Source: an optimization exercise on an open RTL-to-GDS flow (aim: small area, a short achievable clock period and few clock cycles). Production flows keep margins and buffers that such runs may drop.
RTL that was checked went through simulation tests only; none was proved equivalent to the original.
Power is estimated from default activity; no workload was simulated.

Setup of before:
==> flow/design.v (excerpt) <==
module cnn_layer_top (
    input  wire                   CLK,
    input  wire                   reset_i,
    input  wire                   start_i,
    output logic                  done_o,
    output logic                  wb_cyc_o,
    output logic                  wb_stb_o,
    output logic                  wb_we_o,
    output cnn_pkg::addr_t        wb_adr_o,
    output cnn_pkg::pixel_t       wb_dat_o,
    input  wire cnn_pkg::pixel_t  wb_dat_i,
    input  wire                   wb_ack_i
);
    typedef logic [15:0] w16_t;
    function automatic w16_t smax(input w16_t a, input w16_t b);
        smax = ($signed(a) > $signed(b)) ? a : b;
    endfunction
    function automatic w16_t add16(input w16_t a, input w16_t b);
        logic [15:0] g, p, gn, pn;
        g = a & b;
        p = a ^ b;
        for (int d = 1; d < 16; d = d * 2) begin
            gn = g;
            pn = p;
            for (int i = d; i < 16; i++) begin
                gn[i] = g[i] | (p[i] & g[i-d]);
                pn[i] = p[i] & p[i-d];
            end
            g = gn;
            p = pn;
        end
        add16 = (a ^ b) ^ {g[14:0], 1'b0};
    endfunction
    logic        busy_q;
    logic        done_q;
    logic        cyc_q;
    logic        we_q;
    logic [6:0]  adr_q;
    w16_t        dat_q;
    logic        kst_q;
    logic [3:0]  lr_q;
    logic [3:0]  lc_q;
    logic        rd_done_q;
    logic        cur_k_q;      
    logic        cur_st_q;     
    logic        cur_s3_q;     
    logic        cur_w_q;      
    logic [1:0]  cur_row_q;    
    logic        rd_ack_w;     
    logic        kv_q;         
    w16_t        kq [0:8];
    w16_t        p0_q, p1_q, p2_q;
    logic [2:0]  seq_q;        
    logic [7:0]  ko_q [0:2], kw_q [0:2], kn_q [0:2];
    logic [63:0] r1_q;        
    logic [2:0]  a2_q;         
    w16_t        f1_q [0:7];
    w16_t        f2_q [0:7];
    w16_t        out_q;
    logic [2:0]  or_q, oc_q;   
    logic        ov_q;
    w16_t        hm_q;
  ...
For scale: ~2,800 cells after synthesis, ~780 flip-flops, roughly 56 I/O pins, about 0.037 mm2 of cells after synthesis.
clock: 11.0 ns
lec_check: 0
cap_margin: 20
core_margin: 2
core_utilization: 40
cts_cluster_diameter: 120
cts_cluster_size: 25
slew_margin: 20
standard.sh (not shown) runs the stock make flow with config.mk's settings and CLKGATE_MAP_FILE= SYNTH_SCRIPT=/design/flow/synth_recipe.tcl, a recipe that flattens the netlist after the stock synthesis.
==> flow/flow/run.sh <==
#!/bin/bash
# Layout flow: the standard ORFS flow, with two changes that leave the
# clock period and constraints as they are: timing repair aims at a setup
# slack of 7.1 ns, and the port buffers are buf_4 cells.
set -euo pipefail
bash standard.sh SETUP_SLACK_MARGIN=7.1 "BUFFER_PORTS_ARGS=-buffer_cell sky130_fd_sc_hd__buf_4" finish > standard.log 2>&1
before reached the end of the flow, and the finished layout is clean on the timing, DRC and antenna checks.
Setup changes, before to after
==> flow/flow/run.sh <==
#!/bin/bash
# Layout flow: the standard ORFS flow, with two changes that leave the
# clock period and constraints as they are: timing repair aims at a setup
# slack of 7.3 ns, and the port buffers are buf_4 cells.
set -euo pipefail
bash standard.sh SETUP_SLACK_MARGIN=7.3 "BUFFER_PORTS_ARGS=-buffer_cell sky130_fd_sc_hd__buf_4" finish > standard.log 2>&1
- Looking at number of non-clock buffers in the layout, after sits 34% higher than before does.
- Summary: routed wire length, after worse than before
- When after is measured against before, its final cell count turns out 37 higher.
- after ended up with a lower count of fill cells added during filler insertion than before did.
No run of this note included a check of the RTL's function; only the layout flow was run.

* * *

willow:
cnn_layer_top, a different RTL version from the one above (not shown whole).
For scale: roughly 2500 cells after synthesis, roughly 56 I/O pins, ~0.035 mm2 of cells after synthesis.
## cnn_layer_top
module cnn_layer_top (
    input  wire                   CLK,
    input  wire                   reset_i,
    input  wire                   start_i,
    output logic                  done_o,
    output logic                  wb_cyc_o,
    output logic                  wb_stb_o,
    output logic                  wb_we_o,
    output cnn_pkg::addr_t        wb_adr_o,
    output cnn_pkg::pixel_t       wb_dat_o,
    input  wire cnn_pkg::pixel_t  wb_dat_i,
    input  wire                   wb_ack_i
);
    typedef logic [15:0] w16_t;
    function automatic w16_t smax(input w16_t a, input w16_t b);
        smax = ($signed(a) > $signed(b)) ? a : b;
    endfunction
    function automatic w16_t add16(input w16_t a, input w16_t b);
        logic [15:0] g, p, gn, pn;
        g = a & b;
        p = a ^ b;
        for (int d = 1; d < 16; d = d * 2) begin
            gn = g;
            pn = p;
            for (int i = d; i < 16; i++) begin
                gn[i] = g[i] | (p[i] & g[i-d]);
                pn[i] = p[i] & p[i-d];
            end
            g = gn;
            p = pn;
        end
        add16 = (a ^ b) ^ {g[14:0], 1'b0};
    endfunction
    logic        busy_q;
    logic        done_q;
    logic        cyc_q;
    logic        we_q;
    logic [6:0]  adr_q;
    w16_t        dat_q;
    logic        kst_q;
    logic [3:0]  lr_q;
    logic [3:0]  lc_q;
    logic        rd_done_q;
    logic        cur_k_q;      
    logic        cur_st_q;     
    logic        cur_s3_q;     
    logic        cur_w_q;      
    logic [1:0]  cur_row_q;    
    logic        rd_ack_w;     
    w16_t        kq [0:8];
    w16_t        p0_q, p1_q, p2_q;
    logic [2:0]  seq_q;        
  ...
clock: 11.0 ns
lec_check: 0
cap_margin: 20
core_margin: 2
core_utilization: 40
slew_margin: 20
==> flow/flow/run.sh <==
#!/bin/bash
# Layout flow: the standard ORFS flow, with timing repair aimed at a
# setup slack of 7.0 ns (the clock period and constraints are unchanged).
set -euo pipefail
bash standard.sh SETUP_SLACK_MARGIN=7.0 finish > standard.log 2>&1
willow completed; timing, DRC and antenna clean
Testbench counts of willow, summed over its fixed seeds: cycles 11,904.
[inputs] fjord vs willow
==> flow/flow/run.sh <==
#!/bin/bash
# Layout flow: the standard ORFS flow, with timing repair aimed at a
# setup slack of 7.5 ns (the clock period and constraints are unchanged).
set -euo pipefail
bash standard.sh SETUP_SLACK_MARGIN=7.5 finish > standard.log 2>&1
==> run notes <==
fjord completed every stage of the flow, and the final layout passed the timing, DRC and antenna checks. fjord against willow; number of non-clock buffers in the layout is up by more than half. dat_q[14] as the end point of the critical path was reported by willow, and dat_q[12] by fjord. When fjord is set beside willow, its total vias in the final route turns out to be 2.8% larger. Going from willow to fjord, combinational power increased 28%; cell count increased 70.

-- re-timing with driven ports --
Ports are ideal in the flow. The routed layouts listed here were re-timed in OpenROAD.
Step 1 sets driving cells, clkbuf_16 on the clock port and buf_2 on the other inputs (assumed; they add their load-dependent delay and slew).
Step 2 adds t to the input delays and takes it off the output delays; t is the mean of the earliest and latest rising clock arrival at the registers after step 1. Input paths then give back, and output paths get back, about the clock's delay inside the block.
Slacks: ideal ports / drivers / drivers and shift; pairs: ideal ports / drivers.
run | t (ns) | slack for setup (ns) | latest minus earliest clock arrival (ns) | worst register clock-pin slew, ns | worst slew at a driven data input, ns
before | 0.686 | 7.184 / 7.184 / 7.115 | 0.025 / 0.026 | 0.11 / 0.11 | 0.04
after | 0.687 | 7.351 / 7.351 / 7.136 | 0.030 / 0.030 | 0.11 / 0.11 | 0.04
willow | 0.672 | 7.015 / 7.015 / 6.416 | 0.032 / 0.032 | 0.07 / 0.07 | 0.05
fjord | 0.678 | 6.985 / 6.985 / 6.967 | 0.031 / 0.031 | 0.07 / 0.07 | 0.07
After both steps every run listed still meets setup and hold. The setup slack of willow, which loses most, moves by 0.000 ns with the drivers and by -0.599 ns with both steps.
